From an optimization exercise on the open Yosys and OpenROAD flow, aimed at small area and a short achievable clock period; shortcuts taken in it are not production practice.
Only simulation tests tie the RTL to the original design; equivalence was not proved.
Power figures rest on the tool's default switching activity, not on a simulated workload.

$ cat standard.sh
#!/bin/bash
# synth_recipe.tcl (not shown) runs the flow's synth.tcl, then flattens the netlist and writes it again
# the make line also repeats each setting of config.mk as NAME=value (left out here)
make -C /OpenROAD-flow-scripts/flow DESIGN_CONFIG=/design/flow/config.mk WORK_HOME=/design/flow/orfs CLKGATE_MAP_FILE= SYNTH_SCRIPT=/design/flow/synth_recipe.tcl "${@:-finish}"
$ cat design.v
package y86Pkg;
    localparam int WORD_W = 64;                              
    localparam logic [3:0] REG_NONE = 4'hF;                  
    localparam logic [WORD_W-1:0] STACK_STEP = 64'd8;        
    localparam int ZF_BIT = 2;
    localparam int SF_BIT = 1;
    localparam int OF_BIT = 0;
    localparam logic [2:0] CC_RESET = 3'b100;                
    typedef enum logic [3:0] {
        HALT   = 4'h0,
        NOP    = 4'h1,
        CMOVXX = 4'h2,                                       
        IRMOVQ = 4'h3,
        RMMOVQ = 4'h4,
        MRMOVQ = 4'h5,
        OPQ    = 4'h6,
        JXX    = 4'h7,
        CALL   = 4'h8,
        RET    = 4'h9,
        PUSHQ  = 4'hA,
        POPQ   = 4'hB
    } icodeE;
    typedef enum logic [3:0] {
        ADD = 4'h0,
        SUB = 4'h1,
        AND = 4'h2,
        XOR = 4'h3
    } aluFunE;
    typedef enum logic [3:0] {
        YES = 4'h0,
        LE  = 4'h1,
        L   = 4'h2,
        E   = 4'h3,
        NE  = 4'h4,
        GE  = 4'h5,
        G   = 4'h6
    } condE;
    typedef enum logic [2:0] {
        BUBBLE = 3'd0,
        OK     = 3'd1,
        STALL  = 3'd4
    } statE;
endpackage
`timescale 1ns/1ps
module executeRegister (
    input  logic                         clk_i,
    input  logic                         rst_n_i,
    input  logic                         stall_i,
    input  logic                         bubble_i,
    input  logic [3:0]                   icode_i,
    input  logic [3:0]                   ifun_i,
    input  logic [2:0]                   stat_i,
    input  logic [y86Pkg::WORD_W-1:0]    valA_i,
    input  logic [y86Pkg::WORD_W-1:0]    valB_i,
    input  logic [y86Pkg::WORD_W-1:0]    valC_i,
    input  logic [3:0]                   dstE_i,
    input  logic [3:0]                   dstM_i,
    output logic                         bubble_o,
    output logic [3:0]                   icode_o,
    output logic [2:0]                   cfun_o,      
    output logic                         setCc_o,
    output logic [2:0]                   stat_o,
    output logic [y86Pkg::WORD_W-1:0]    valA_o,
    output logic [y86Pkg::WORD_W-1:0]    gen_o,       
    output logic [y86Pkg::WORD_W-1:0]    prop_o,      
    output logic                         cin_o,
    output logic [3:0]                   dstE_o,
    output logic [3:0]                   dstM_o
);
    localparam int W = y86Pkg::WORD_W;
    logic kill;
    logic load;
    assign kill = !rst_n_i || bubble_i;
    assign load = !rst_n_i || !stall_i;
    logic isOpq, isCmov, isIrmov, isMem, isPush, isPop, isJxx;
    assign isOpq   = (icode_i == y86Pkg::OPQ);
    assign isCmov  = (icode_i == y86Pkg::CMOVXX);
    assign isIrmov = (icode_i == y86Pkg::IRMOVQ);
    assign isMem   = (icode_i == y86Pkg::RMMOVQ) || (icode_i == y86Pkg::MRMOVQ);
    assign isPush  = (icode_i == y86Pkg::CALL)   || (icode_i == y86Pkg::PUSHQ);
    assign isPop   = (icode_i == y86Pkg::RET)    || (icode_i == y86Pkg::POPQ);
    assign isJxx   = (icode_i == y86Pkg::JXX);
    logic opAdd, opSub, opAnd, opXor;
    assign opAdd = isOpq && (ifun_i == 4'h0);
    assign opSub = isOpq && (ifun_i == 4'h1);
    assign opAnd = isOpq && (ifun_i == 4'h2);
    assign opXor = isOpq && (ifun_i == 4'h3);
    logic xB, xAnd, xXor;
    assign xB   = opAdd || opSub || isMem || isPush || isPop;
    assign xAnd = opAnd;
    assign xXor = opXor;
    logic yA, yNA, yC, yM8, yP8;
    assign yA  = opAdd || isCmov;
    assign yNA = opSub;
    assign yC  = isIrmov || isMem;
    assign yM8 = isPush;
    assign yP8 = isPop;
    logic [W-1:0] xNext, yNext;
    assign xNext = ({W{xB}}   & valB_i)
                 | ({W{xAnd}} & (valA_i & valB_i))
                 | ({W{xXor}} & (valA_i ^ valB_i));
    assign yNext = ({W{yA}}   & valA_i)
                 | ({W{yNA}}  & ~valA_i)
                 | ({W{yC}}   & valC_i)
                 | ({W{yM8}}  & (-y86Pkg::STACK_STEP))
                 | ({W{yP8}}  & y86Pkg::STACK_STEP);
    logic [2:0] cfunNext;
    assign cfunNext = ((isJxx || isCmov) && (ifun_i < 4'd7)) ? ifun_i[2:0] : 3'd7;
    always_ff @(posedge clk_i) begin
        if (load) begin
            bubble_o <= kill;
            setCc_o  <= !kill && isOpq;
            icode_o  <= icode_i;
            stat_o   <= stat_i;
            dstE_o   <= dstE_i;
            dstM_o   <= dstM_i;
            valA_o   <= valA_i;
            cfun_o   <= cfunNext;
            gen_o    <= xNext & yNext;
            prop_o   <= xNext ^ yNext;
            cin_o    <= yNA;
        end
    end
endmodule
`timescale 1ns/1ps
module aluUnit (
    input  logic [y86Pkg::WORD_W-1:0]    gen_i,
    input  logic [y86Pkg::WORD_W-1:0]    prop_i,
    input  logic                         cin_i,
    output logic [y86Pkg::WORD_W-1:0]    valE_o
);
    logic [63:0] g0;
    logic [63:0] p0;
    logic [63:0] carry;
    assign p0 = prop_i;
    assign g0 = {gen_i[63:1], gen_i[0] | (prop_i[0] & cin_i)};
    logic gn1, pn1;
    logic gn2, pn2;
    logic gn3, pn3;
    logic gn4, pn4;
    logic gn5, pn5;
    logic gn6, pn6;
    logic gn7, pn7;
    logic gn8, pn8;
    logic gn9, pn9;
    logic gn10, pn10;
    logic gn11, pn11;
    logic gn12, pn12;
    logic gn13, pn13;
    logic gn14, pn14;
    logic gn15, pn15;
    logic gn16, pn16;
    logic gn17, pn17;
    logic gn18, pn18;
    logic gn19, pn19;
    logic gn20, pn20;
    logic gn21, pn21;
    logic gn22, pn22;
    logic gn23, pn23;
    logic gn24, pn24;
    logic gn25, pn25;
    logic gn26, pn26;
    logic gn27, pn27;
    logic gn28, pn28;
    logic gn29, pn29;
    logic gn30, pn30;
    logic gn31, pn31;
    logic gn32, pn32;
    logic gn33, pn33;
    logic gn34, pn34;
    logic gn35, pn35;
    logic gn36, pn36;
    logic gn37, pn37;
    logic gn38, pn38;
    logic gn39, pn39;
    logic gn40, pn40;
    logic gn41, pn41;
    logic gn42, pn42;
    logic gn43, pn43;
    logic gn44, pn44;
    logic gn45, pn45;
    logic gn46, pn46;
    logic gn47, pn47;
    logic gn48, pn48;
    logic gn49, pn49;
    logic gn50, pn50;
    logic gn51, pn51;
    logic gn52, pn52;
    logic gn53, pn53;
    logic gn54, pn54;
    logic gn55, pn55;
    logic gn56, pn56;
    logic gn57, pn57;
    logic gn58, pn58;
    logic gn59, pn59;
    logic gn60, pn60;
    logic gn61, pn61;
    logic gn62, pn62;
    logic gn63, pn63;
    logic gn64, pn64;
    logic gn65, pn65;
    logic gn66, pn66;
    logic gn67, pn67;
    logic gn68, pn68;
    logic gn69, pn69;
    logic gn70, pn70;
    logic gn71, pn71;
    logic gn72, pn72;
    logic gn73, pn73;
    logic gn74, pn74;
    logic gn75, pn75;
    logic gn76, pn76;
    logic gn77, pn77;
    logic gn78, pn78;
    logic gn79, pn79;
    logic gn80, pn80;
    logic gn81, pn81;
    logic gn82, pn82;
    logic gn83, pn83;
    logic gn84, pn84;
    logic gn85, pn85;
    logic gn86, pn86;
    logic gn87, pn87;
    logic gn88, pn88;
    logic gn89, pn89;
    logic gn90, pn90;
    logic gn91, pn91;
    logic gn92, pn92;
    logic gn93, pn93;
    logic gn94, pn94;
    logic gn95, pn95;
    logic gn96, pn96;
    logic gn97, pn97;
    logic gn98, pn98;
    logic gn99, pn99;
    logic gn100, pn100;
    logic gn101, pn101;
    logic gn102, pn102;
    logic gn103, pn103;
    logic gn104, pn104;
    logic gn105, pn105;
    logic gn106, pn106;
    logic gn107, pn107;
    logic gn108, pn108;
    logic gn109, pn109;
    logic gn110, pn110;
    logic gn111, pn111;
    logic gn112, pn112;
    logic gn113, pn113;
    logic gn114, pn114;
    logic gn115, pn115;
    logic gn116, pn116;
    logic gn117, pn117;
    logic gn118, pn118;
    logic gn119, pn119;
    logic gn120, pn120;
    logic gn121, pn121;
    logic gn122, pn122;
    logic gn123, pn123;
    logic gn124, pn124;
    logic gn125, pn125;
    logic gn126, pn126;
    logic gn127, pn127;
    logic gn128, pn128;
    logic gn129, pn129;
    logic gn130, pn130;
    logic gn131, pn131;
    logic gn132, pn132;
    logic gn133, pn133;
    logic gn134, pn134;
    logic gn135, pn135;
    logic gn136, pn136;
    logic gn137, pn137;
    logic gn138, pn138;
    logic gn139, pn139;
    logic gn140, pn140;
    logic gn141, pn141;
    logic gn142, pn142;
    logic gn143, pn143;
    logic gn144, pn144;
    logic gn145, pn145;
    logic gn146, pn146;
    logic gn147, pn147;
    logic gn148, pn148;
    logic gn149, pn149;
    logic gn150, pn150;
    logic gn151, pn151;
    logic gn152, pn152;
    logic gn153, pn153;
    logic gn154, pn154;
    logic gn155, pn155;
    logic gn156, pn156;
    logic gn157, pn157;
    logic gn158, pn158;
    logic gn159, pn159;
    logic gn160, pn160;
    logic gn161, pn161;
    logic gn162, pn162;
    logic gn163, pn163;
    logic gn164, pn164;
    logic gn165, pn165;
    logic gn166, pn166;
    logic gn167, pn167;
    logic gn168, pn168;
    logic gn169, pn169;
    logic gn170, pn170;
    logic gn171, pn171;
    logic gn172, pn172;
    logic gn173, pn173;
    logic gn174, pn174;
    logic gn175, pn175;
    logic gn176, pn176;
    logic gn177, pn177;
    logic gn178, pn178;
    logic gn179, pn179;
    logic gn180, pn180;
    logic gn181, pn181;
    logic gn182, pn182;
    logic gn183, pn183;
    logic gn184, pn184;
    logic gn185, pn185;
    logic gn186, pn186;
    logic gn187, pn187;
    logic gn188, pn188;
    logic gn189, pn189;
    logic gn190, pn190;
    logic gn191, pn191;
    logic gn192, pn192;
    assign gn1 = g0[1] | (p0[1] & g0[0]);
    assign pn1 = p0[1] & p0[0];
    assign gn2 = g0[3] | (p0[3] & g0[2]);
    assign pn2 = p0[3] & p0[2];
    assign gn3 = g0[5] | (p0[5] & g0[4]);
    assign pn3 = p0[5] & p0[4];
    assign gn4 = g0[7] | (p0[7] & g0[6]);
    assign pn4 = p0[7] & p0[6];
    assign gn5 = g0[9] | (p0[9] & g0[8]);
    assign pn5 = p0[9] & p0[8];
    assign gn6 = g0[11] | (p0[11] & g0[10]);
    assign pn6 = p0[11] & p0[10];
    assign gn7 = g0[13] | (p0[13] & g0[12]);
    assign pn7 = p0[13] & p0[12];
    assign gn8 = g0[15] | (p0[15] & g0[14]);
    assign pn8 = p0[15] & p0[14];
    assign gn9 = g0[17] | (p0[17] & g0[16]);
    assign pn9 = p0[17] & p0[16];
    assign gn10 = g0[19] | (p0[19] & g0[18]);
    assign pn10 = p0[19] & p0[18];
    assign gn11 = g0[21] | (p0[21] & g0[20]);
    assign pn11 = p0[21] & p0[20];
    assign gn12 = g0[23] | (p0[23] & g0[22]);
    assign pn12 = p0[23] & p0[22];
    assign gn13 = g0[25] | (p0[25] & g0[24]);
    assign pn13 = p0[25] & p0[24];
    assign gn14 = g0[27] | (p0[27] & g0[26]);
    assign pn14 = p0[27] & p0[26];
    assign gn15 = g0[29] | (p0[29] & g0[28]);
    assign pn15 = p0[29] & p0[28];
    assign gn16 = g0[31] | (p0[31] & g0[30]);
    assign pn16 = p0[31] & p0[30];
    assign gn17 = g0[33] | (p0[33] & g0[32]);
    assign pn17 = p0[33] & p0[32];
    assign gn18 = g0[35] | (p0[35] & g0[34]);
    assign pn18 = p0[35] & p0[34];
    assign gn19 = g0[37] | (p0[37] & g0[36]);
    assign pn19 = p0[37] & p0[36];
    assign gn20 = g0[39] | (p0[39] & g0[38]);
    assign pn20 = p0[39] & p0[38];
    assign gn21 = g0[41] | (p0[41] & g0[40]);
    assign pn21 = p0[41] & p0[40];
    assign gn22 = g0[43] | (p0[43] & g0[42]);
    assign pn22 = p0[43] & p0[42];
    assign gn23 = g0[45] | (p0[45] & g0[44]);
    assign pn23 = p0[45] & p0[44];
    assign gn24 = g0[47] | (p0[47] & g0[46]);
    assign pn24 = p0[47] & p0[46];
    assign gn25 = g0[49] | (p0[49] & g0[48]);
    assign pn25 = p0[49] & p0[48];
    assign gn26 = g0[51] | (p0[51] & g0[50]);
    assign pn26 = p0[51] & p0[50];
    assign gn27 = g0[53] | (p0[53] & g0[52]);
    assign pn27 = p0[53] & p0[52];
    assign gn28 = g0[55] | (p0[55] & g0[54]);
    assign pn28 = p0[55] & p0[54];
    assign gn29 = g0[57] | (p0[57] & g0[56]);
    assign pn29 = p0[57] & p0[56];
    assign gn30 = g0[59] | (p0[59] & g0[58]);
    assign pn30 = p0[59] & p0[58];
    assign gn31 = g0[61] | (p0[61] & g0[60]);
    assign pn31 = p0[61] & p0[60];
    assign gn32 = g0[63] | (p0[63] & g0[62]);
    assign pn32 = p0[63] & p0[62];
    assign gn33 = g0[2] | (p0[2] & gn1);
    assign pn33 = p0[2] & pn1;
    assign gn34 = gn2 | (pn2 & gn1);
    assign pn34 = pn2 & pn1;
    assign gn35 = g0[6] | (p0[6] & gn3);
    assign pn35 = p0[6] & pn3;
    assign gn36 = gn4 | (pn4 & gn3);
    assign pn36 = pn4 & pn3;
    assign gn37 = g0[10] | (p0[10] & gn5);
    assign pn37 = p0[10] & pn5;
    assign gn38 = gn6 | (pn6 & gn5);
    assign pn38 = pn6 & pn5;
    assign gn39 = g0[14] | (p0[14] & gn7);
    assign pn39 = p0[14] & pn7;
    assign gn40 = gn8 | (pn8 & gn7);
    assign pn40 = pn8 & pn7;
    assign gn41 = g0[18] | (p0[18] & gn9);
    assign pn41 = p0[18] & pn9;
    assign gn42 = gn10 | (pn10 & gn9);
    assign pn42 = pn10 & pn9;
    assign gn43 = g0[22] | (p0[22] & gn11);
    assign pn43 = p0[22] & pn11;
    assign gn44 = gn12 | (pn12 & gn11);
    assign pn44 = pn12 & pn11;
    assign gn45 = g0[26] | (p0[26] & gn13);
    assign pn45 = p0[26] & pn13;
    assign gn46 = gn14 | (pn14 & gn13);
    assign pn46 = pn14 & pn13;
    assign gn47 = g0[30] | (p0[30] & gn15);
    assign pn47 = p0[30] & pn15;
    assign gn48 = gn16 | (pn16 & gn15);
    assign pn48 = pn16 & pn15;
    assign gn49 = g0[34] | (p0[34] & gn17);
    assign pn49 = p0[34] & pn17;
    assign gn50 = gn18 | (pn18 & gn17);
    assign pn50 = pn18 & pn17;
    assign gn51 = g0[38] | (p0[38] & gn19);
    assign pn51 = p0[38] & pn19;
    assign gn52 = gn20 | (pn20 & gn19);
    assign pn52 = pn20 & pn19;
    assign gn53 = g0[42] | (p0[42] & gn21);
    assign pn53 = p0[42] & pn21;
    assign gn54 = gn22 | (pn22 & gn21);
    assign pn54 = pn22 & pn21;
    assign gn55 = g0[46] | (p0[46] & gn23);
    assign pn55 = p0[46] & pn23;
    assign gn56 = gn24 | (pn24 & gn23);
    assign pn56 = pn24 & pn23;
    assign gn57 = g0[50] | (p0[50] & gn25);
    assign pn57 = p0[50] & pn25;
    assign gn58 = gn26 | (pn26 & gn25);
    assign pn58 = pn26 & pn25;
    assign gn59 = g0[54] | (p0[54] & gn27);
    assign pn59 = p0[54] & pn27;
    assign gn60 = gn28 | (pn28 & gn27);
    assign pn60 = pn28 & pn27;
    assign gn61 = g0[58] | (p0[58] & gn29);
    assign pn61 = p0[58] & pn29;
    assign gn62 = gn30 | (pn30 & gn29);
    assign pn62 = pn30 & pn29;
    assign gn63 = g0[62] | (p0[62] & gn31);
    assign pn63 = p0[62] & pn31;
    assign gn64 = gn32 | (pn32 & gn31);
    assign pn64 = pn32 & pn31;
    assign gn65 = g0[4] | (p0[4] & gn34);
    assign pn65 = p0[4] & pn34;
    assign gn66 = gn3 | (pn3 & gn34);
    assign pn66 = pn3 & pn34;
    assign gn67 = gn35 | (pn35 & gn34);
    assign pn67 = pn35 & pn34;
    assign gn68 = gn36 | (pn36 & gn34);
    assign pn68 = pn36 & pn34;
    assign gn69 = g0[12] | (p0[12] & gn38);
    assign pn69 = p0[12] & pn38;
    assign gn70 = gn7 | (pn7 & gn38);
    assign pn70 = pn7 & pn38;
    assign gn71 = gn39 | (pn39 & gn38);
    assign pn71 = pn39 & pn38;
    assign gn72 = gn40 | (pn40 & gn38);
    assign pn72 = pn40 & pn38;
    assign gn73 = g0[20] | (p0[20] & gn42);
    assign pn73 = p0[20] & pn42;
    assign gn74 = gn11 | (pn11 & gn42);
    assign pn74 = pn11 & pn42;
    assign gn75 = gn43 | (pn43 & gn42);
    assign pn75 = pn43 & pn42;
    assign gn76 = gn44 | (pn44 & gn42);
    assign pn76 = pn44 & pn42;
    assign gn77 = g0[28] | (p0[28] & gn46);
    assign pn77 = p0[28] & pn46;
    assign gn78 = gn15 | (pn15 & gn46);
    assign pn78 = pn15 & pn46;
    assign gn79 = gn47 | (pn47 & gn46);
    assign pn79 = pn47 & pn46;
    assign gn80 = gn48 | (pn48 & gn46);
    assign pn80 = pn48 & pn46;
    assign gn81 = g0[36] | (p0[36] & gn50);
    assign pn81 = p0[36] & pn50;
    assign gn82 = gn19 | (pn19 & gn50);
    assign pn82 = pn19 & pn50;
    assign gn83 = gn51 | (pn51 & gn50);
    assign pn83 = pn51 & pn50;
    assign gn84 = gn52 | (pn52 & gn50);
    assign pn84 = pn52 & pn50;
    assign gn85 = g0[44] | (p0[44] & gn54);
    assign pn85 = p0[44] & pn54;
    assign gn86 = gn23 | (pn23 & gn54);
    assign pn86 = pn23 & pn54;
    assign gn87 = gn55 | (pn55 & gn54);
    assign pn87 = pn55 & pn54;
    assign gn88 = gn56 | (pn56 & gn54);
    assign pn88 = pn56 & pn54;
    assign gn89 = g0[52] | (p0[52] & gn58);
    assign pn89 = p0[52] & pn58;
    assign gn90 = gn27 | (pn27 & gn58);
    assign pn90 = pn27 & pn58;
    assign gn91 = gn59 | (pn59 & gn58);
    assign pn91 = pn59 & pn58;
    assign gn92 = gn60 | (pn60 & gn58);
    assign pn92 = pn60 & pn58;
    assign gn93 = g0[60] | (p0[60] & gn62);
    assign pn93 = p0[60] & pn62;
    assign gn94 = gn31 | (pn31 & gn62);
    assign pn94 = pn31 & pn62;
    assign gn95 = gn63 | (pn63 & gn62);
    assign pn95 = pn63 & pn62;
    assign gn96 = gn64 | (pn64 & gn62);
    assign pn96 = pn64 & pn62;
    assign gn97 = g0[8] | (p0[8] & gn68);
    assign pn97 = p0[8] & pn68;
    assign gn98 = gn5 | (pn5 & gn68);
    assign pn98 = pn5 & pn68;
    assign gn99 = gn37 | (pn37 & gn68);
    assign pn99 = pn37 & pn68;
    assign gn100 = gn38 | (pn38 & gn68);
    assign pn100 = pn38 & pn68;
    assign gn101 = gn69 | (pn69 & gn68);
    assign pn101 = pn69 & pn68;
    assign gn102 = gn70 | (pn70 & gn68);
    assign pn102 = pn70 & pn68;
    assign gn103 = gn71 | (pn71 & gn68);
    assign pn103 = pn71 & pn68;
    assign gn104 = gn72 | (pn72 & gn68);
    assign pn104 = pn72 & pn68;
    assign gn105 = g0[24] | (p0[24] & gn76);
    assign pn105 = p0[24] & pn76;
    assign gn106 = gn13 | (pn13 & gn76);
    assign pn106 = pn13 & pn76;
    assign gn107 = gn45 | (pn45 & gn76);
    assign pn107 = pn45 & pn76;
    assign gn108 = gn46 | (pn46 & gn76);
    assign pn108 = pn46 & pn76;
    assign gn109 = gn77 | (pn77 & gn76);
    assign pn109 = pn77 & pn76;
    assign gn110 = gn78 | (pn78 & gn76);
    assign pn110 = pn78 & pn76;
    assign gn111 = gn79 | (pn79 & gn76);
    assign pn111 = pn79 & pn76;
    assign gn112 = gn80 | (pn80 & gn76);
    assign pn112 = pn80 & pn76;
    assign gn113 = g0[40] | (p0[40] & gn84);
    assign pn113 = p0[40] & pn84;
    assign gn114 = gn21 | (pn21 & gn84);
    assign pn114 = pn21 & pn84;
    assign gn115 = gn53 | (pn53 & gn84);
    assign pn115 = pn53 & pn84;
    assign gn116 = gn54 | (pn54 & gn84);
    assign pn116 = pn54 & pn84;
    assign gn117 = gn85 | (pn85 & gn84);
    assign pn117 = pn85 & pn84;
    assign gn118 = gn86 | (pn86 & gn84);
    assign pn118 = pn86 & pn84;
    assign gn119 = gn87 | (pn87 & gn84);
    assign pn119 = pn87 & pn84;
    assign gn120 = gn88 | (pn88 & gn84);
    assign pn120 = pn88 & pn84;
    assign gn121 = g0[56] | (p0[56] & gn92);
    assign pn121 = p0[56] & pn92;
    assign gn122 = gn29 | (pn29 & gn92);
    assign pn122 = pn29 & pn92;
    assign gn123 = gn61 | (pn61 & gn92);
    assign pn123 = pn61 & pn92;
    assign gn124 = gn62 | (pn62 & gn92);
    assign pn124 = pn62 & pn92;
    assign gn125 = gn93 | (pn93 & gn92);
    assign pn125 = pn93 & pn92;
    assign gn126 = gn94 | (pn94 & gn92);
    assign pn126 = pn94 & pn92;
    assign gn127 = gn95 | (pn95 & gn92);
    assign pn127 = pn95 & pn92;
    assign gn128 = gn96 | (pn96 & gn92);
    assign pn128 = pn96 & pn92;
    assign gn129 = g0[16] | (p0[16] & gn104);
    assign pn129 = p0[16] & pn104;
    assign gn130 = gn9 | (pn9 & gn104);
    assign pn130 = pn9 & pn104;
    assign gn131 = gn41 | (pn41 & gn104);
    assign pn131 = pn41 & pn104;
    assign gn132 = gn42 | (pn42 & gn104);
    assign pn132 = pn42 & pn104;
    assign gn133 = gn73 | (pn73 & gn104);
    assign pn133 = pn73 & pn104;
    assign gn134 = gn74 | (pn74 & gn104);
    assign pn134 = pn74 & pn104;
    assign gn135 = gn75 | (pn75 & gn104);
    assign pn135 = pn75 & pn104;
    assign gn136 = gn76 | (pn76 & gn104);
    assign pn136 = pn76 & pn104;
    assign gn137 = gn105 | (pn105 & gn104);
    assign pn137 = pn105 & pn104;
    assign gn138 = gn106 | (pn106 & gn104);
    assign pn138 = pn106 & pn104;
    assign gn139 = gn107 | (pn107 & gn104);
    assign pn139 = pn107 & pn104;
    assign gn140 = gn108 | (pn108 & gn104);
    assign pn140 = pn108 & pn104;
    assign gn141 = gn109 | (pn109 & gn104);
    assign pn141 = pn109 & pn104;
    assign gn142 = gn110 | (pn110 & gn104);
    assign pn142 = pn110 & pn104;
    assign gn143 = gn111 | (pn111 & gn104);
    assign pn143 = pn111 & pn104;
    assign gn144 = gn112 | (pn112 & gn104);
    assign pn144 = pn112 & pn104;
    assign gn145 = g0[48] | (p0[48] & gn120);
    assign pn145 = p0[48] & pn120;
    assign gn146 = gn25 | (pn25 & gn120);
    assign pn146 = pn25 & pn120;
    assign gn147 = gn57 | (pn57 & gn120);
    assign pn147 = pn57 & pn120;
    assign gn148 = gn58 | (pn58 & gn120);
    assign pn148 = pn58 & pn120;
    assign gn149 = gn89 | (pn89 & gn120);
    assign pn149 = pn89 & pn120;
    assign gn150 = gn90 | (pn90 & gn120);
    assign pn150 = pn90 & pn120;
    assign gn151 = gn91 | (pn91 & gn120);
    assign pn151 = pn91 & pn120;
    assign gn152 = gn92 | (pn92 & gn120);
    assign pn152 = pn92 & pn120;
    assign gn153 = gn121 | (pn121 & gn120);
    assign pn153 = pn121 & pn120;
    assign gn154 = gn122 | (pn122 & gn120);
    assign pn154 = pn122 & pn120;
    assign gn155 = gn123 | (pn123 & gn120);
    assign pn155 = pn123 & pn120;
    assign gn156 = gn124 | (pn124 & gn120);
    assign pn156 = pn124 & pn120;
    assign gn157 = gn125 | (pn125 & gn120);
    assign pn157 = pn125 & pn120;
    assign gn158 = gn126 | (pn126 & gn120);
    assign pn158 = pn126 & pn120;
    assign gn159 = gn127 | (pn127 & gn120);
    assign pn159 = pn127 & pn120;
    assign gn160 = gn128 | (pn128 & gn120);
    assign pn160 = pn128 & pn120;
    assign gn161 = g0[32] | (p0[32] & gn144);
    assign pn161 = p0[32] & pn144;
    assign gn162 = gn17 | (pn17 & gn144);
    assign pn162 = pn17 & pn144;
    assign gn163 = gn49 | (pn49 & gn144);
    assign pn163 = pn49 & pn144;
    assign gn164 = gn50 | (pn50 & gn144);
    assign pn164 = pn50 & pn144;
    assign gn165 = gn81 | (pn81 & gn144);
    assign pn165 = pn81 & pn144;
    assign gn166 = gn82 | (pn82 & gn144);
    assign pn166 = pn82 & pn144;
    assign gn167 = gn83 | (pn83 & gn144);
    assign pn167 = pn83 & pn144;
    assign gn168 = gn84 | (pn84 & gn144);
    assign pn168 = pn84 & pn144;
    assign gn169 = gn113 | (pn113 & gn144);
    assign pn169 = pn113 & pn144;
    assign gn170 = gn114 | (pn114 & gn144);
    assign pn170 = pn114 & pn144;
    assign gn171 = gn115 | (pn115 & gn144);
    assign pn171 = pn115 & pn144;
    assign gn172 = gn116 | (pn116 & gn144);
    assign pn172 = pn116 & pn144;
    assign gn173 = gn117 | (pn117 & gn144);
    assign pn173 = pn117 & pn144;
    assign gn174 = gn118 | (pn118 & gn144);
    assign pn174 = pn118 & pn144;
    assign gn175 = gn119 | (pn119 & gn144);
    assign pn175 = pn119 & pn144;
    assign gn176 = gn120 | (pn120 & gn144);
    assign pn176 = pn120 & pn144;
    assign gn177 = gn145 | (pn145 & gn144);
    assign pn177 = pn145 & pn144;
    assign gn178 = gn146 | (pn146 & gn144);
    assign pn178 = pn146 & pn144;
    assign gn179 = gn147 | (pn147 & gn144);
    assign pn179 = pn147 & pn144;
    assign gn180 = gn148 | (pn148 & gn144);
    assign pn180 = pn148 & pn144;
    assign gn181 = gn149 | (pn149 & gn144);
    assign pn181 = pn149 & pn144;
    assign gn182 = gn150 | (pn150 & gn144);
    assign pn182 = pn150 & pn144;
    assign gn183 = gn151 | (pn151 & gn144);
    assign pn183 = pn151 & pn144;
    assign gn184 = gn152 | (pn152 & gn144);
    assign pn184 = pn152 & pn144;
    assign gn185 = gn153 | (pn153 & gn144);
    assign pn185 = pn153 & pn144;
    assign gn186 = gn154 | (pn154 & gn144);
    assign pn186 = pn154 & pn144;
    assign gn187 = gn155 | (pn155 & gn144);
    assign pn187 = pn155 & pn144;
    assign gn188 = gn156 | (pn156 & gn144);
    assign pn188 = pn156 & pn144;
    assign gn189 = gn157 | (pn157 & gn144);
    assign pn189 = pn157 & pn144;
    assign gn190 = gn158 | (pn158 & gn144);
    assign pn190 = pn158 & pn144;
    assign gn191 = gn159 | (pn159 & gn144);
    assign pn191 = pn159 & pn144;
    assign gn192 = gn160 | (pn160 & gn144);
    assign pn192 = pn160 & pn144;
    assign carry = {gn191, gn190, gn189, gn188, gn187, gn186, gn185, gn184, gn183, gn182, gn181, gn180, gn179, gn178, gn177, gn176, gn175, gn174, gn173, gn172, gn171, gn170, gn169, gn168, gn167, gn166, gn165, gn164, gn163, gn162, gn161, gn144, gn143, gn142, gn141, gn140, gn139, gn138, gn137, gn136, gn135, gn134, gn133, gn132, gn131, gn130, gn129, gn104, gn103, gn102, gn101, gn100, gn99, gn98, gn97, gn68, gn67, gn66, gn65, gn34, gn33, gn1, g0[0], cin_i};
    assign valE_o = prop_i ^ carry;
endmodule
`timescale 1ns/1ps
module condUnit (
    input  logic                         clk_i,
    input  logic                         rst_n_i,
    input  logic                         stall_i,
    input  logic                         setCc_i,      
    input  logic                         xSign_i,      
    input  logic                         ySign_i,      
    input  logic [y86Pkg::WORD_W-1:0]    mValE_i,      
    input  logic [2:0]                   cfun_i,
    output logic                         cnd_o
);
    localparam int MSB = y86Pkg::WORD_W - 1;
    logic [2:0] ccSaved;
    logic       fromM;         
    logic       mSignSame;     
    logic       mXSign;        
    logic [2:0] cc;
    logic       zf;
    logic       sf;
    logic       of;
    assign zf = fromM ? (mValE_i == '0) : ccSaved[y86Pkg::ZF_BIT];
    assign sf = fromM ? mValE_i[MSB]    : ccSaved[y86Pkg::SF_BIT];
    assign of = fromM ? (mSignSame && (mValE_i[MSB] != mXSign)) : ccSaved[y86Pkg::OF_BIT];
    always_comb begin
        cc = '0;
        cc[y86Pkg::ZF_BIT] = zf;
        cc[y86Pkg::SF_BIT] = sf;
        cc[y86Pkg::OF_BIT] = of;
    end
    always_ff @(posedge clk_i) begin
        if (!rst_n_i) begin
            ccSaved <= y86Pkg::CC_RESET;
            fromM   <= 1'b0;
        end else begin
            ccSaved <= cc;
            fromM   <= setCc_i && !stall_i;
        end
    end
    always_ff @(posedge clk_i) begin
        mSignSame <= (xSign_i == ySign_i);
        mXSign    <= xSign_i;
    end
    always_comb begin
        case (cfun_i)
            3'd0:    cnd_o = 1'b1;
            3'd1:    cnd_o = (sf ^ of) | zf;
            3'd2:    cnd_o = sf ^ of;
            3'd3:    cnd_o = zf;
            3'd4:    cnd_o = !zf;
            3'd5:    cnd_o = !(sf ^ of);
            3'd6:    cnd_o = !(sf ^ of) && !zf;
            default: cnd_o = 1'b0;
        endcase
    end
endmodule
`timescale 1ns/1ps
module memoryRegister (
    input  logic                         clk_i,
    input  logic                         rst_n_i,
    input  logic                         stall_i,
    input  logic                         bubble_i,    
    input  logic [3:0]                   icode_i,
    input  logic [2:0]                   stat_i,
    input  logic [y86Pkg::WORD_W-1:0]    valE_i,
    input  logic [y86Pkg::WORD_W-1:0]    valA_i,
    input  logic [3:0]                   dstE_i,
    input  logic [3:0]                   dstM_i,
    input  logic                         cnd_i,
    output logic [3:0]                   icode_o,
    output logic [2:0]                   stat_o,
    output logic [y86Pkg::WORD_W-1:0]    valE_o,
    output logic [y86Pkg::WORD_W-1:0]    valA_o,
    output logic [3:0]                   dstE_o,
    output logic [3:0]                   dstM_o,
    output logic                         cnd_o
);
    logic [3:0] dstESel;
    assign dstESel = (icode_i == y86Pkg::CMOVXX && !cnd_i) ? y86Pkg::REG_NONE : dstE_i;
    always_ff @(posedge clk_i) begin
        if (!rst_n_i || stall_i || bubble_i) begin       
            icode_o <= y86Pkg::NOP;
            stat_o  <= y86Pkg::BUBBLE;
            valE_o  <= '0;
            valA_o  <= '0;
            dstE_o  <= y86Pkg::REG_NONE;
            dstM_o  <= y86Pkg::REG_NONE;
            cnd_o   <= 1'b0;
        end else begin
            icode_o <= icode_i;
            stat_o  <= stat_i;
            valE_o  <= valE_i;
            valA_o  <= valA_i;
            dstE_o  <= dstESel;
            dstM_o  <= dstM_i;
            cnd_o   <= cnd_i;
        end
    end
endmodule
`timescale 1ns/1ps
module executeStage (
    input  logic                         clk_i,
    input  logic                         rst_n_i,
    input  logic                         stall_i,
    input  logic                         bubble_i,
    input  logic [3:0]                   icode_i,
    input  logic [3:0]                   ifun_i,
    input  logic [2:0]                   stat_i,
    input  logic [y86Pkg::WORD_W-1:0]    valA_i,
    input  logic [y86Pkg::WORD_W-1:0]    valB_i,
    input  logic [y86Pkg::WORD_W-1:0]    valC_i,
    input  logic [3:0]                   dstE_i,
    input  logic [3:0]                   dstM_i,
    input  logic [3:0]                   srcA_i,      
    input  logic [3:0]                   srcB_i,
    output logic [3:0]                   icode_o,
    output logic [2:0]                   stat_o,
    output logic [y86Pkg::WORD_W-1:0]    valE_o,
    output logic [y86Pkg::WORD_W-1:0]    valA_o,
    output logic [3:0]                   dstE_o,
    output logic [3:0]                   dstM_o,
    output logic                         cnd_o
);
    logic                      eBubble;
    logic [3:0]                eIcode;
    logic [2:0]                eCfun;
    logic                      eSetCc;
    logic [2:0]                eStat;
    logic [y86Pkg::WORD_W-1:0] eValA;
    logic [y86Pkg::WORD_W-1:0] eGen;
    logic [y86Pkg::WORD_W-1:0] eProp;
    logic                      eCin;
    logic [3:0]                eDstE;
    logic [3:0]                eDstM;
    logic [y86Pkg::WORD_W-1:0] aluValE;
    logic                      eCnd;
    executeRegister u_executeRegister (
        .clk_i   (clk_i),   .rst_n_i (rst_n_i), .stall_i (stall_i), .bubble_i (bubble_i),
        .icode_i (icode_i), .ifun_i  (ifun_i),  .stat_i  (stat_i),
        .valA_i  (valA_i),  .valB_i  (valB_i),  .valC_i  (valC_i),
        .dstE_i  (dstE_i),  .dstM_i  (dstM_i),
        .bubble_o (eBubble),
        .icode_o (eIcode),  .cfun_o  (eCfun),   .setCc_o (eSetCc), .stat_o (eStat),
        .valA_o  (eValA),   .gen_o   (eGen),    .prop_o  (eProp),   .cin_o  (eCin),
        .dstE_o  (eDstE),   .dstM_o  (eDstM)
    );
    aluUnit u_aluUnit (
        .gen_i  (eGen),    .prop_i  (eProp),    .cin_i (eCin),
        .valE_o (aluValE)
    );
    condUnit u_condUnit (
        .clk_i   (clk_i),  .rst_n_i (rst_n_i), .stall_i (stall_i),
        .setCc_i (eSetCc), .xSign_i (eGen[y86Pkg::WORD_W-1]),
        .ySign_i (eGen[y86Pkg::WORD_W-1] ^ eProp[y86Pkg::WORD_W-1]),
        .mValE_i (valE_o), .cfun_i (eCfun), .cnd_o (eCnd)
    );
    memoryRegister u_memoryRegister (
        .clk_i   (clk_i),   .rst_n_i (rst_n_i), .stall_i (stall_i), .bubble_i (eBubble),
        .icode_i (eIcode),  .stat_i  (eStat),   .valE_i  (aluValE), .valA_i (eValA),
        .dstE_i  (eDstE),   .dstM_i  (eDstM),   .cnd_i   (eCnd),
        .icode_o (icode_o), .stat_o  (stat_o),  .valE_o  (valE_o),  .valA_o (valA_o),
        .dstE_o  (dstE_o),  .dstM_o  (dstM_o),  .cnd_o   (cnd_o)
    );
endmodule
$ cat config.mk
export PLATFORM = sky130hd
export DESIGN_NAME = executeStage
export DESIGN_NICKNAME = executeStage
export VERILOG_FILES = /design/flow/design.v
export SDC_FILE = /design/flow/constraint.sdc
export NUM_CORES = 4
export LEC_CHECK = 0
export CAP_MARGIN = 20
export CORE_MARGIN = 2
export CORE_UTILIZATION = 40
export SLEW_MARGIN = 20
$ cat flow/run.sh
#!/bin/bash
set -euo pipefail
export BUFFER_PORTS_ARGS="-buffer_cell sky130_fd_sc_hd__buf_1"
export CTS_BUF_LIST="sky130_fd_sc_hd__clkbuf_4 sky130_fd_sc_hd__clkbuf_8"
export SETUP_SLACK_MARGIN=4.2
bash standard.sh finish > make_finish.log 2>&1
$ cat constraint.sdc
create_clock -name core_clock -period 7.2 [get_ports {clk_i}]
set_input_delay 1.4400 -clock core_clock [delete_from_list [all_inputs] [get_ports {clk_i}]]
set_output_delay 1.4400 -clock core_clock [all_outputs]
set_load 0.01 [all_outputs]
==> results.sh, run 1 <==
export IMPL_cpMaxStageDelayCell="nor3b_4"
export IMPL_ys_seq_area_share_pct=57.63
export IMPL_yosysTopAreaCell="edfxtp_1"
export IMPL_crit_family="buffers and inverters"
export IMPL_combPwrFrac_pct=11.9
export IMPL_power_internal_w=0.003930
export IMPL_route_detailed_drc=0
export IMPL_nNetsFinal=2156
export IMPL_fin_cells=2376
export IMPL_drt_iter0_drc=975
export IMPL_first_pass_iters=7
export IMPL_multi_input_area_sq_um=6749
export IMPL_crit_top_cell="buf_6"
export IMPL_pwr_share_seq_pct=47.2
export IMPL_initial_core_util_pct=40.76
export IMPL_synth_cell_types=67
export IMPL_yosysWarningCount=3
export IMPL_cp_data_required_time_ns=7.55
export IMPL_cts_tree="built"
export IMPL_p_switching_w=0.001358
export IMPL_worst_slew_pin_slew_ns=0.9656
export IMPL_core_region_area_sq_um=40010
export IMPL_die_area_sq_um=42400
export IMPL_period_needed_ns=3.077
export IMPL_maxCapViolations=0
export IMPL_detail_route_antenna_nets=0
export IMPL_ys_top_cells_by_area="edfxtp_1 39%, dfxtp_1 18%, ha_1 10%"
export IMPL_viasPerCell=5.370
export IMPL_ctsHoldBuffers=0
export IMPL_regArea_sq_um=9399
export IMPL_synth_edf_count=213
export IMPL_syn_inst=1375
export IMPL_drive_gt1_share_pct=13.78
export IMPL_gp_congestion=0.8203
export IMPL_power_density_nw_per_um2=255.1
export IMPL_synthFlopType="edfxtp_1"
export IMPL_setup_viol=0
export IMPL_placed_cells=2209
export IMPL_wire_per_inst_um=20.95
export IMPL_portBuffers=358
export IMPL_first_global_vias=12490
export IMPL_power_leakage_nw=8.457
export IMPL_antenna_found_initial=0
export IMPL_slew_headroom_pct=35.62
export IMPL_boundaryPins=367
export IMPL_endpoint_kind="flop"
export IMPL_p_clk_share_pct=40.9
export IMPL_cpPeakStageDelay_ns=0.23
export IMPL_fin_skew_ns=0.02598
export IMPL_worst_path_stages=13
export IMPL_timing_fmax_ghz=0.3250
export IMPL_crit_path_start_kind="input port"
export IMPL_fillCellCount=3572
export IMPL_grt_pass1_wl_um=69660
export IMPL_sw_frac_of_total_pct=25.68
export IMPL_ff2ff_path_depth=12
export IMPL_hp_class="flop to flop"
export IMPL_dp_final_hpwl_um=29340
export IMPL_htreeDepth=3
export IMPL_die_y_um=205.9
export IMPL_path_class="input port to flop"
export IMPL_crit_chain="buf_12 -> nor3b_4 -> nand2_2 -> nor3_4 -> buf_6 -> nand2b_4 -> buf_6 -> o2bb2ai_4 -> buf_6 -> buf_12 -> buf_16 -> a221o_1 -> ha_1"
export IMPL_syn_area_sq_um=16310
export IMPL_via_count=12760
export IMPL_fin_crit_sh_pct=42.73
export IMPL_routed_wirelength_um=49780
export IMPL_grt_max_degree=77
export IMPL_synth_avg_cell_area_sq_um=11.86
export IMPL_cts_sinks=363
export IMPL_clock_latency_ns=0.61
export IMPL_rsz0062_at_grt="yes"
export IMPL_rows=73
export IMPL_numCtsBuffers=66
export IMPL_status="complete, no violations"
export IMPL_synth_top_area_share_pct=39.22
export IMPL_grt_overflow_total=0
export IMPL_ir_drop_v=0.0001465
export IMPL_min_path_cells=0
export IMPL_clk_path_buf_depth=3
export IMPL_cp_arrival_ns=3.43
export IMPL_area_growth_pct=27.08
export IMPL_path_buf_inv=6
export IMPL_synth_fp_nets=1733
export IMPL_antennaDiodeCount=0
export IMPL_grt_total_usage_pct=21.57
export IMPL_crit_fanout=8
export IMPL_die_x_um=205.9
export IMPL_clk_pin_slew_ns=0.06
export IMPL_async_reset_ff_share_pct=0
export IMPL_cts_root_buffer="clkbuf_8"
export IMPL_synth_seq_cells=363
export IMPL_tns_ns=0
export IMPL_timing_hold_violations_final=0
export IMPL_maxSlewViolCount=0
## placed cells by master (no fill, tap or decap), types with 5 or more instances in the layout
master       n
a21boi_0     5
a21o_1      13
a21oi_1     94
a21oi_2      5
a221o_1      7
a222oi_1    64
a31oi_1      8
and2_1      82
and3_1       5
buf_1      353
buf_12      11
buf_4       24
buf_6       13
clkbuf_16    6
clkbuf_4    21
clkbuf_8    82
clkinv_2     8
dfxtp_1    150
edfxtp_1   213
ha_1       132
inv_1       74
mux2i_1      5
nand2_1     80
nand2_2      8
nand2b_1    11
nand3_1     15
nand4_1      5
nor2_1      66
nor3_1      23
nor4_1      19
o211ai_1    62
o21a_1      10
o21ai_0     13
or2_2       10
or3_1        7
xnor2_1     13
xor2_1      28
## power groups by stage
stage | sequential (W) | clock, W | combinational, W
2_1_floorplan | 0.00252 | 0 | 0.000353
3_3_place_gp | 0.00253 | 0 | 0.000549
3_5_place_dp | 0.00253 | 0 | 0.000563
4_1_cts | 0.00249 | 0.00221 | 0.000594
5_1_grt | 0.00252 | 0.00231 | 0.000706
6_report | 0.00250 | 0.00216 | 0.000628
## final timing paths
| path | start | endpoint | slack, ns |
|---|---|---|---|
| worst min-delay path | u_executeRegister.gen_o[63]$_DFFE_PP_ | u_condUnit.mXSign$_DFF_P_ | 0.36 |
| worst max-delay path | icode_i[0] | u_executeRegister.prop_o[1]$_DFFE_PP_ | 4.12 |
| worst max register to register | u_executeRegister.cin_o$_DFFE_PP_ | u_memoryRegister.valE_o[60]$_SDFF_PP0_ | 4.22 |
| worst min register to register | u_executeRegister.gen_o[63]$_DFFE_PP_ | u_condUnit.mXSign$_DFF_P_ | 0.36 |
## kinds of logic after synthesis
| logic type | Yosys count | share of synthesized area (%) |
|---|---|---|
| AND/OR/NAND/NOR | 373 | 11.75 |
| flip-flops | 363 | 57.63 |
| AO/OA/AOI/OAI | 320 | 14.37 |
| buffers and inverters | 137 | 3.322 |
| adder cells (fa/ha/maj) | 136 | 10.42 |
| XOR/XNOR | 41 | 2.202 |
| multiplexers | 5 | 0.3069 |
## worst register-to-register path: cells and delay by family (launching register included)
family | cells | cell delay [ns]
AOI/OAI and AO/OA | 7 | 1.43
and+or+nand+nor | 3 | 0.77
DFF | 1 | 0.37
adders and majority gates | 2 | 0.34
## state kept, by name, indices dropped and copies added, names as in the netlist
signal and cells:
u_memoryRegister.icode_o 4, u_memoryRegister.cnd_o 1, u_executeRegister.valA_o 64, u_executeRegister.dstM_o 4, u_executeRegister.setCc_o 1, u_executeRegister.icode_o 4
u_memoryRegister.dstE_o 4, u_condUnit.ccSaved 3, u_executeRegister.gen_o 64, u_memoryRegister.dstM_o 4, u_condUnit.fromM 1, u_executeRegister.prop_o 64
u_executeRegister.stat_o 3, u_condUnit.mSignSame 1, u_executeRegister.dstE_o 4, u_memoryRegister.valE_o 64, u_executeRegister.cfun_o 3, u_executeRegister.bubble_o 1
u_condUnit.mXSign 1, u_memoryRegister.stat_o 3, u_executeRegister.cin_o 1, u_memoryRegister.valA_o 64
## Yosys cell counts (all sizes together) (7+ instances only)
master	number
nand2b	12
ha	135
xor2	28
xnor2	13
o21a	11
a221o	7
a21o	15
nor4	20
edfxtp	213
nand2	93
nor2	68
or2	12
dfxtp	150
or3	7
clkbuf	60
o21ai	18
and3	8
a222oi	64
nor3	26
nand3	18
a21oi	101
a31oi	10
inv	75
and2	84
o211ai	63
## per-stage QoR
step	hold slack, ns	util, %	cell area, sq um	power [W]	setup WS [ns]
global route	0.3619	51.80	20720	0.005532	4.062
finish	0.3552	51.80	20720	0.005287	4.123
global placement	0.3333	45.58	18240	0.003080	2.656
CTS	0.3613	50.49	20200	0.005303	4.203
floorplan	0.3233	-	16470	0.002870	4.046
detailed placement	0.3414	45.58	18240	0.003097	2.613
## routing by layer
layer | up-vias | wire length (um) | global-route usage, %
li1 | 6052 | - | -
met1 | 6065 | 21170 | 28.16
met2 | 528 | 22550 | 34.24
met3 | 113 | 4321 | 5.519
met4 | 0 | 1742 | 8.776
met5 | - | 0 | 0
## area by class of cell
cell class              instances  share of cell area (%)
repair buffers                414                   10.43
clock buffers                 103                   6.206
flip-flops and latches        363                   45.35
inverters                      75                   1.358
well taps                     525                   3.170
multi-input cells             878                   32.56
clock inverters                18                  0.9176
## timing repair
item | 4_1_cts | 5_1_grt
pin swaps | 17 | 60
gates cloned | 5 | 10
gates resized for setup | 48 | 57
setup buffers | 18 | 13
endpoints found under the setup margin | 176 | 214
==> inputs of run 2 (changes only) <==
==> flow/run.sh (replaced) <==
#!/bin/bash
set -euo pipefail
export BUFFER_PORTS_ARGS="-buffer_cell sky130_fd_sc_hd__buf_1"
export SETUP_SLACK_MARGIN=4.2
bash standard.sh finish > make_finish.log 2>&1
==> run 2 against run 1 <==
- area after synthesis is the same
- sequential cell count is the same
- critical path type unchanged
- still clean on timing, DRC and antenna
- largest cell class unchanged
- via count shrank 0.25%
- fmax shrank 2.8%
==> results.sh, run 2 <==
export IMPL_status="complete, no violations"
export IMPL_ys_seq_area_share_pct=57.63
export IMPL_syn_area_sq_um=16310
export IMPL_detail_route_antenna_nets=0
export IMPL_clk_pin_slew_ns=0.06
export IMPL_crit_path_start_kind="input port"
export IMPL_grt_total_usage_pct=22.35
export IMPL_area_growth_pct=27.77
export IMPL_route_detailed_drc=0
export IMPL_cts_tree="built"
export IMPL_ys_top_cells_by_area="edfxtp_1 39%, dfxtp_1 18%, ha_1 10%"
export IMPL_initial_core_util_pct=40.76
export IMPL_synth_edf_count=213
export IMPL_final_cell_mix="353 x buf_1, 213 x edfxtp_1, 150 x dfxtp_1, 131 x ha_1, 94 x a21oi_1"
export IMPL_yosysTopAreaCell="edfxtp_1"
export IMPL_routed_wirelength_um=50730
export IMPL_nNetsFinal=2145
export IMPL_final_common_cell="buf_1"
export IMPL_ir_drop_v=0.0001875
export IMPL_yosysWarningCount=3
export IMPL_die_y_um=205.9
export IMPL_cpMaxStageDelayCell="ha_2"
export IMPL_via_count=12730
export IMPL_setup_viol=0
export IMPL_gp_congestion=0.8203
export IMPL_die_x_um=205.9
export IMPL_async_reset_ff_share_pct=0
export IMPL_clock_latency_ns=0.55
export IMPL_viasPerCell=5.434
export IMPL_hp_class="flop to flop"
export IMPL_crit_family="buffers and inverters"
export IMPL_antennaDiodeCount=0
export IMPL_cpPeakStageDelay_ns=0.29
export IMPL_rsz0062_at_grt="yes"
export IMPL_fin_skew_ns=0.01441
export IMPL_power_density_nw_per_um2=247.5
export IMPL_fin_util_pct=52.08
export IMPL_grt_overflow_total=0
export IMPL_antenna_found_initial=1
export IMPL_timing_hold_violations_final=0
export IMPL_synth_seq_cells=363
export IMPL_synthTopCellsByCount="213 x edfxtp_1, 150 x dfxtp_1, 135 x ha_1"
export IMPL_power_leakage_nw=8.410
export IMPL_cts_sinks=363
export IMPL_grt_pass1_wl_um=71600
export IMPL_synth_fp_nets=1733
export IMPL_pwr_share_seq_pct=48.5
export IMPL_synthFlopType="edfxtp_1"
export IMPL_grt_max_degree=77
export IMPL_whs_ns=0.3562
export IMPL_finalPower_w=0.005156
export IMPL_cp_arrival_ns=3.47
export IMPL_path_buf_inv=6
export IMPL_ctsHoldBuffers=0
export IMPL_combPwrFrac_pct=12.6
export IMPL_numCtsBuffers=41
export IMPL_p_switching_w=0.001330
export IMPL_tns_ns=0
export IMPL_die_area_sq_um=42400
export IMPL_core_region_area_sq_um=40010
export IMPL_sw_frac_of_total_pct=25.79
export IMPL_drive_gt1_share_pct=11.83
export IMPL_crit_top_cell="buf_6"
export IMPL_yosysMostFrequentCell="edfxtp_1"
export IMPL_dp_final_hpwl_um=29340
export IMPL_maxCapViolations=0
export IMPL_first_pass_iters=8
export IMPL_p_clk_share_pct=38.9
export IMPL_worst_slew_pin_slew_ns=0.9723
export IMPL_rows=73
export IMPL_endpoint_kind="flop"
export IMPL_synth_top_area_share_pct=39.22
export IMPL_synth_avg_cell_area_sq_um=11.86
export IMPL_htreeDepth=2
export IMPL_crit_fanout=8
export IMPL_slew_headroom_pct=35.18
export IMPL_synth_cell_types=67
export IMPL_crit_chain="buf_12 -> nor3b_4 -> nand2_2 -> nor3_4 -> buf_6 -> buf_6 -> buf_6 -> nand3b_1 -> buf_6 -> buf_6 -> o2111ai_2 -> ha_2"
export IMPL_first_global_vias=12420
export IMPL_path_class="input port to flop"
export IMPL_power_internal_w=0.003827
export IMPL_wire_per_inst_um=21.66
export IMPL_period_needed_ns=3.166
export IMPL_cts_root_buffer="clkbuf_16"
export IMPL_clk_path_buf_depth=3
export IMPL_cp_data_required_time_ns=7.50
export IMPL_syn_inst=1375
export IMPL_timing_fmax_ghz=0.3159
export IMPL_fin_crit_sh_pct=43.97
export IMPL_portBuffers=358
export IMPL_drt_iter0_drc=1013
export IMPL_boundaryPins=367
export IMPL_maxSlewViolCount=0
## run 2: per-stage QoR
step,area [sq um],instances,worst slack [ns]
2_1_floorplan,16470,1375,4.046
3_3_place_gp,18240,2209,2.656
3_5_place_dp,18240,2209,2.613
4_1_cts,20340,2323,4.205
5_1_grt,20840,2342,3.982
6_report,20840,2342,4.034
## run 2: layer usage
| metal | wire [um] | track usage (%) |
|---|---|---|
| met3 | 4364 | 6.134 |
| met5 | 0 | 0 |
| met2 | 22880 | 35.82 |
| met1 | 21580 | 28.68 |
| met4 | 1896 | 8.929 |
## run 2: area by class of cell
class | instances | area [sq um]
timing repair buffer | 428 | 2424
fill | 3517 | 19170
inverter | 75 | 281.5
clock inverter | 17 | 146.4
clock buffer | 56 | 1122
sequential | 363 | 9399
tap | 525 | 656.9
multi-input combinational | 878 | 6807
## run 2: logic make-up (layout without fill, tap and decap cells)
kind of cell,after synthesis,in the layout,synth area share [%]
AO/OA/AOI/OAI,320,322,14.37
buffers and inverters,137,576,3.322
AND/OR/NAND/NOR,373,374,11.75
adder cells (fa/ha/maj),136,136,10.42
flip-flops,363,363,57.63
XOR/XNOR,41,41,2.202
multiplexers,5,5,0.3069
## run 2: power groups by stage
stage	Clock, W	Sequential [W]	Combinational, W
after floorplan	0	0.00252	0.000353
after global placement	0	0.00253	0.000549
after detailed placement	0	0.00253	0.000563
after CTS	0.00206	0.00249	0.000622
after global routing	0.00213	0.00252	0.000728
final	0.00201	0.00250	0.000650
## run 2: worst paths after layout
path                                            end  cells past startpoint                             startpoint  slack [ns]
min                       u_condUnit.mXSign$_DFF_P_                      0  u_executeRegister.gen_o[63]$_DFFE_PP_        0.36
max reg2reg  u_memoryRegister.valE_o[60]$_SDFF_PP0_                     12  u_executeRegister.prop_o[0]$_DFFE_PP_        4.21
max           u_executeRegister.prop_o[3]$_DFFE_PP_                     12                             icode_i[3]        4.03
min reg2reg               u_condUnit.mXSign$_DFF_P_                      0  u_executeRegister.gen_o[63]$_DFFE_PP_        0.36
## run 2: worst register-to-register path, stage by stage (launching register included)
cell	delay, ns
edfxtp_1	0.38
ha_2	0.19
or2_4	0.25
ha_4	0.16
o211ai_1	0.19
nand2_1	0.15
o2111ai_4	0.32
a211oi_4	0.16
o21a_4	0.25
o211ai_4	0.25
a211oi_2	0.12
or3b_1	0.36
a21oi_1	0.14
## run 2: repair_timing
| item | 4_1_cts | 5_1_grt |
|---|---|---|
| pin swaps | 29 | 34 |
| gates cloned | 11 | 9 |
| resized for setup | 72 | 52 |
| setup endpoints to repair | 176 | 127 |
| buffers inserted | 30 | 10 |
==> inputs of run 3 (changes only) <==
--- a/design.v
+++ b/design.v
@@ -61,9 +61,10 @@
     output logic                         setCc_o,
     output logic [2:0]                   stat_o,
     output logic [y86Pkg::WORD_W-1:0]    valA_o,
-    output logic [y86Pkg::WORD_W-1:0]    gen_o,       
-    output logic [y86Pkg::WORD_W-1:0]    prop_o,      
+    output logic [y86Pkg::WORD_W-1:0]    opX_o,
+    output logic [y86Pkg::WORD_W-1:0]    opY_o,
     output logic                         cin_o,
+    output logic                         noCarry_o,
     output logic [3:0]                   dstE_o,
     output logic [3:0]                   dstM_o
 );
@@ -85,22 +86,20 @@
     assign opSub = isOpq && (ifun_i == 4'h1);
     assign opAnd = isOpq && (ifun_i == 4'h2);
     assign opXor = isOpq && (ifun_i == 4'h3);
-    logic xB, xAnd, xXor;
-    assign xB   = opAdd || opSub || isMem || isPush || isPop;
-    assign xAnd = opAnd;
-    assign xXor = opXor;
-    logic yA, yNA, yC, yM8, yP8;
-    assign yA  = opAdd || isCmov;
-    assign yNA = opSub;
-    assign yC  = isIrmov || isMem;
-    assign yM8 = isPush;
-    assign yP8 = isPop;
+    logic xB;
+    assign xB = opAdd || opSub || opAnd || opXor || isMem || isPush || isPop;
+    logic yA, yNA, yNAB, yC, yM8, yP8;
+    assign yA   = opAdd || opXor || isCmov;
+    assign yNA  = opSub;
+    assign yNAB = opAnd;
+    assign yC   = isIrmov || isMem;
+    assign yM8  = isPush;
+    assign yP8  = isPop;
     logic [W-1:0] xNext, yNext;
-    assign xNext = ({W{xB}}   & valB_i)
-                 | ({W{xAnd}} & (valA_i & valB_i))
-                 | ({W{xXor}} & (valA_i ^ valB_i));
+    assign xNext = {W{xB}} & valB_i;
     assign yNext = ({W{yA}}   & valA_i)
                  | ({W{yNA}}  & ~valA_i)
+                 | ({W{yNAB}} & (~valA_i & valB_i))
                  | ({W{yC}}   & valC_i)
                  | ({W{yM8}}  & (-y86Pkg::STACK_STEP))
                  | ({W{yP8}}  & y86Pkg::STACK_STEP);
@@ -116,22 +115,28 @@
             dstM_o   <= dstM_i;
             valA_o   <= valA_i;
             cfun_o   <= cfunNext;
-            gen_o    <= xNext & yNext;
-            prop_o   <= xNext ^ yNext;
+            opX_o    <= xNext;
+            opY_o    <= yNext;
             cin_o    <= yNA;
+            noCarry_o <= opAnd || opXor;
         end
     end
 endmodule
 `timescale 1ns/1ps
 module aluUnit (
-    input  logic [y86Pkg::WORD_W-1:0]    gen_i,
-    input  logic [y86Pkg::WORD_W-1:0]    prop_i,
+    input  logic [y86Pkg::WORD_W-1:0]    opX_i,
+    input  logic [y86Pkg::WORD_W-1:0]    opY_i,
     input  logic                         cin_i,
+    input  logic                         noCarry_i,   
     output logic [y86Pkg::WORD_W-1:0]    valE_o
 );
     logic [63:0] g0;
     logic [63:0] p0;
     logic [63:0] carry;
+    logic [63:0] gen_i;
+    logic [63:0] prop_i;
+    assign gen_i  = opX_i & opY_i;
+    assign prop_i = opX_i ^ opY_i;
     assign p0 = prop_i;
     assign g0 = {gen_i[63:1], gen_i[0] | (prop_i[0] & cin_i)};
     logic gn1, pn1;
@@ -711,7 +716,7 @@
     assign gn192 = gn160 | (pn160 & gn144);
     assign pn192 = pn160 & pn144;
     assign carry = {gn191, gn190, gn189, gn188, gn187, gn186, gn185, gn184, gn183, gn182, gn181, gn180, gn179, gn178, gn177, gn176, gn175, gn174, gn173, gn172, gn171, gn170, gn169, gn168, gn167, gn166, gn165, gn164, gn163, gn162, gn161, gn144, gn143, gn142, gn141, gn140, gn139, gn138, gn137, gn136, gn135, gn134, gn133, gn132, gn131, gn130, gn129, gn104, gn103, gn102, gn101, gn100, gn99, gn98, gn97, gn68, gn67, gn66, gn65, gn34, gn33, gn1, g0[0], cin_i};
-    assign valE_o = prop_i ^ carry;
+    assign valE_o = prop_i ^ (carry & {64{!noCarry_i}});
 endmodule
 `timescale 1ns/1ps
 module condUnit (
@@ -721,6 +726,7 @@
     input  logic                         setCc_i,      
     input  logic                         xSign_i,      
     input  logic                         ySign_i,      
+    input  logic                         noCarry_i,    
     input  logic [y86Pkg::WORD_W-1:0]    mValE_i,      
     input  logic [2:0]                   cfun_i,
     output logic                         cnd_o
@@ -753,7 +759,7 @@
         end
     end
     always_ff @(posedge clk_i) begin
-        mSignSame <= (xSign_i == ySign_i);
+        mSignSame <= (xSign_i == ySign_i) && !noCarry_i;
         mXSign    <= xSign_i;
     end
     always_comb begin
@@ -842,9 +848,10 @@
     logic                      eSetCc;
     logic [2:0]                eStat;
     logic [y86Pkg::WORD_W-1:0] eValA;
-    logic [y86Pkg::WORD_W-1:0] eGen;
-    logic [y86Pkg::WORD_W-1:0] eProp;
+    logic [y86Pkg::WORD_W-1:0] eOpX;
+    logic [y86Pkg::WORD_W-1:0] eOpY;
     logic                      eCin;
+    logic                      eNoCarry;
     logic [3:0]                eDstE;
     logic [3:0]                eDstM;
     logic [y86Pkg::WORD_W-1:0] aluValE;
@@ -856,17 +863,18 @@
         .dstE_i  (dstE_i),  .dstM_i  (dstM_i),
         .bubble_o (eBubble),
         .icode_o (eIcode),  .cfun_o  (eCfun),   .setCc_o (eSetCc), .stat_o (eStat),
-        .valA_o  (eValA),   .gen_o   (eGen),    .prop_o  (eProp),   .cin_o  (eCin),
+        .valA_o  (eValA),   .opX_o   (eOpX),    .opY_o   (eOpY),   .cin_o  (eCin),
+        .noCarry_o (eNoCarry),
         .dstE_o  (eDstE),   .dstM_o  (eDstM)
     );
     aluUnit u_aluUnit (
-        .gen_i  (eGen),    .prop_i  (eProp),    .cin_i (eCin),
+        .opX_i  (eOpX),    .opY_i   (eOpY),    .cin_i (eCin), .noCarry_i (eNoCarry),
         .valE_o (aluValE)
     );
     condUnit u_condUnit (
         .clk_i   (clk_i),  .rst_n_i (rst_n_i), .stall_i (stall_i),
-        .setCc_i (eSetCc), .xSign_i (eGen[y86Pkg::WORD_W-1]),
-        .ySign_i (eGen[y86Pkg::WORD_W-1] ^ eProp[y86Pkg::WORD_W-1]),
+        .setCc_i (eSetCc), .xSign_i (eOpX[y86Pkg::WORD_W-1]), .ySign_i (eOpY[y86Pkg::WORD_W-1]),
+        .noCarry_i (eNoCarry),
         .mValE_i (valE_o), .cfun_i (eCfun), .cnd_o (eCnd)
     );
     memoryRegister u_memoryRegister (
==> flow/run.sh (replaced) <==
#!/bin/bash
set -euo pipefail
export BUFFER_PORTS_ARGS="-buffer_cell sky130_fd_sc_hd__buf_1"
export CTS_BUF_LIST="sky130_fd_sc_hd__clkbuf_4 sky130_fd_sc_hd__clkbuf_8"
export SETUP_SLACK_MARGIN=4.2
bash standard.sh finish > make_finish.log 2>&1
==> run 3 against run 2 <==
- synthesized cell count down 3.3%
- count of clock-buffer cells in the layout rose by 39
- clock power about the same
- combinational power rose by 17%
- die area down 4.1%
- register-to-register slack gained 0.05 ns
- sequential cell count rose by 1
- hold slack better by 0.032 ns
- sequential share of layout area up 3.6 points
- sequential power decreased by 2%
- clock skew grew 0.012 ns
- critical path type unchanged
- critical endpoint is now u_executeRegister.opY_o[34]$_DFFE_PP_
==> results.sh, run 3 <==
export IMPL_status="complete, no violations"
export IMPL_synth_top_area_share_pct=41.13
export IMPL_fin_util_pct=50.16
export IMPL_crit_chain="buf_2 -> nor2b_1 -> nor2b_4 -> buf_4 -> a221oi_1 -> o21ai_0"
export IMPL_grtUsageMet3_pct=5.993
export IMPL_fin_skew_ns=0.02597
export IMPL_antenna_found_initial=1
export IMPL_cts_root_buffer="clkbuf_8"
export IMPL_cts_tree="built"
export IMPL_ys_seq_area_share_pct=60.35
export IMPL_area_growth_pct=23.79
export IMPL_power_leakage_nw=7.053
export IMPL_combPwrFrac_pct=14.6
export IMPL_drt_iter0_drc=764
export IMPL_synthAdderAreaFrac_pct=5.109
export IMPL_fillCellCount=3590
export IMPL_die_x_um=201.6
export IMPL_synth_seq_cells=364
export IMPL_first_pass_iters=4
export IMPL_clock_latency_ns=0.66
export IMPL_rows=72
export IMPL_slew_headroom_pct=32.85
export IMPL_synth_avg_cell_area_sq_um=11.75
export IMPL_ir_drop_v=0.0001412
export IMPL_sw_frac_of_total_pct=25.93
export IMPL_fin_crit_sh_pct=41.78
export IMPL_synthFlopType="edfxtp_1"
export IMPL_r2r_setup_slack_ns=4.26
export IMPL_wire_per_inst_um=19.74
export IMPL_timing_fmax_ghz=0.3324
export IMPL_endpoint_kind="flop"
export IMPL_route_detailed_drc=0
export IMPL_p_clk_share_pct=38.8
export IMPL_crit_family="simple AND/OR/NAND/NOR gates"
export IMPL_cpMaxStageDelayCell="nor2b_1"
export IMPL_maxCapViolations=0
export IMPL_maxSlewViolCount=0
export IMPL_timing_hold_violations_final=0
export IMPL_final_common_cell="buf_1"
export IMPL_r2r_end="u_memoryRegister.valE_o[58]$_SDFF_PP0_"
export IMPL_path_class="input port to flop"
export IMPL_gp_congestion=0.8250
export IMPL_path_buf_inv=2
export IMPL_first_global_vias=11880
export IMPL_core_region_area_sq_um=38560
export IMPL_muxShareOfSynthArea_pct=0.2643
export IMPL_yosysTopAreaCell="edfxtp_1"
export IMPL_dp_final_hpwl_um=28760
export IMPL_synth_cell_types=64
export IMPL_final_cell_mix="355 x buf_1, 214 x edfxtp_1, 150 x dfxtp_1, 116 x a21oi_1, 88 x o21ai_0"
export IMPL_holdPathEnd="u_condUnit.mXSign$_DFF_P_"
export IMPL_routed_wirelength_um=44990
export IMPL_min_path_cells=0
export IMPL_clk_path_buf_depth=3
export IMPL_synth_compound_area_share_pct=16.13
export IMPL_clk_pin_slew_ns=0.06
export IMPL_min_from="u_executeRegister.opX_o[63]$_DFFE_PP_"
export IMPL_initial_core_util_pct=40.52
export IMPL_yosys_area_share_simple_pct=13.29
export IMPL_synth_fp_nets=1616
export IMPL_detail_route_antenna_nets=0
export IMPL_r2r_start="u_executeRegister.opX_o[25]$_DFFE_PP_"
export IMPL_cp_arrival_ns=3.48
export IMPL_crit_fanout=34
export IMPL_yosysWarningCount=3
export IMPL_portBuffers=358
export IMPL_synthTopCellsByCount="214 x edfxtp_1, 150 x dfxtp_1, 118 x a21oi_1"
export IMPL_synth_top_family_by_area="compound AO/OA/AOI/OAI gates"
export IMPL_power_density_nw_per_um2=270.4
export IMPL_crit_path_start_kind="input port"
export IMPL_synth_edf_count=214
==> run 3: cell types whose count changed in the layout (fill, tap and decap cells not counted), sizes merged, moves of 11 or more <==
cell / change
nor3: -11
ha: -72
a222oi: -64
inv: -53
clkbuf: +33
a221oi: +59
nand4: +13
o21ai: +81
a21oi: +18
buf: -39
o211ai: -50
nor2b: +74
nand2: -54
==> run 3: how the worst max path moves through the flow <==
| stage | start | to | slack [ns] | depth (start not counted) |
|---|---|---|---|---|
| 2_1_floorplan | icode_i[1] | u_executeRegister.opY_o[10]$_DFFE_PP_ | 4.14 | 10 |
| 3_3_place_gp | icode_i[1] | u_executeRegister.opY_o[1]$_DFFE_PP_ | 2.96 | 10 |
| 3_5_place_dp | icode_i[0] | u_executeRegister.opY_o[63]$_DFFE_PP_ | 2.84 | 9 |
| 4_1_cts | u_executeRegister.opY_o[10]$_DFFE_PP_ | u_memoryRegister.valE_o[41]$_SDFF_PP0_ | 4.20 | 9 |
| 5_1_grt | u_executeRegister.opX_o[22]$_DFFE_PP_ | u_memoryRegister.valE_o[57]$_SDFF_PP0_ | 4.12 | 8 |
| 6_report | icode_i[3] | u_executeRegister.opY_o[34]$_DFFE_PP_ | 4.19 | 6 |
==> run 3: layout make-up <==
cell class	count	area (sq um)	area share [%]
clock buffer	95	1151	5.952
timing repair buffer	382	1579	8.164
clock inverter	19	215.2	1.113
antenna	1	2.502	0.01294
multi-input combinational	878	6233	32.23
sequential	364	9429	48.75
tap	518	648.1	3.351
inverter	22	82.58	0.4270
==> run 3: kinds of logic after synthesis <==
group	after synthesis
multiplexers	4
AO/OA/AOI/OAI	387
XOR/XNOR	46
adder cells (fa/ha/maj)	64
AND/OR/NAND/NOR	372
flip-flops	364
buffers and inverters	93
==> run 3: through the flow <==
step | setup slack (ns) | cells | area [sq um] | total power [W]
final | 4.192 | 2279 | 19340 | 0.005230
after global routing | 4.122 | 2278 | 19340 | 0.005472
after CTS | 4.196 | 2272 | 19080 | 0.005243
after detailed placement | 2.835 | 2147 | 17490 | 0.003187
after global placement | 2.957 | 2147 | 17490 | 0.003173
after floorplan | 4.142 | 1330 | 15650 | 0.002943
==> run 3: per-layer routing <==
metal	wire (um)	part of all wire, %
met5	0	0
met4	1447	3.2
met3	3559	7.9
met2	20320	45
met1	19660	44
==> run 3: what timing repair did <==
action / 4_1_cts / 5_1_grt
setup buffers: 7 / 5
endpoints found under the setup margin: 163 / 98
hold buffers: 0 / 0
pin swaps: 5 / 8
resized for setup: 24 / 39
endpoints found under the hold margin: 0 / 0
cloned: 4 / 1
==> run 3: power by group through the flow <==
| stage | Clock (W) | Sequential, W | Combinational, W |
|---|---|---|---|
| after floorplan | 0 | 0.00247 | 0.000470 |
| after global placement | 0 | 0.00248 | 0.000697 |
| after detailed placement | 0 | 0.00248 | 0.000708 |
| after CTS | 0.00208 | 0.00244 | 0.000729 |
| after global routing | 0.00217 | 0.00246 | 0.000843 |
| final | 0.00203 | 0.00244 | 0.000761 |

[what the ideal ports hide]
The results above use ideal ports. As a check the final layouts listed here were re-extracted and re-timed, cells and wires unchanged.
Step 1, drivers: a clkbuf_16 drives clk_i and a buf_2 each remaining input, both assumed.
Step 2 times the ports against the registers' clock, not the clock port: input delays grow and output delays shrink by t, the midpoint of the rising clock arrivals with the driver on.
a / b / c = no drivers / after step 1 / after step 2; a / b = the first two.
| run | t (ns) | slack for setup (ns) |
|---|---|---|
| run 1 | 0.641 | 4.123 / 4.106 / 3.466 |
| run 2 | 0.595 | 4.034 / 4.026 / 3.432 |
| run 3 | 0.697 | 4.192 / 4.202 / 3.506 |
After both steps every run listed still meets setup and hold.
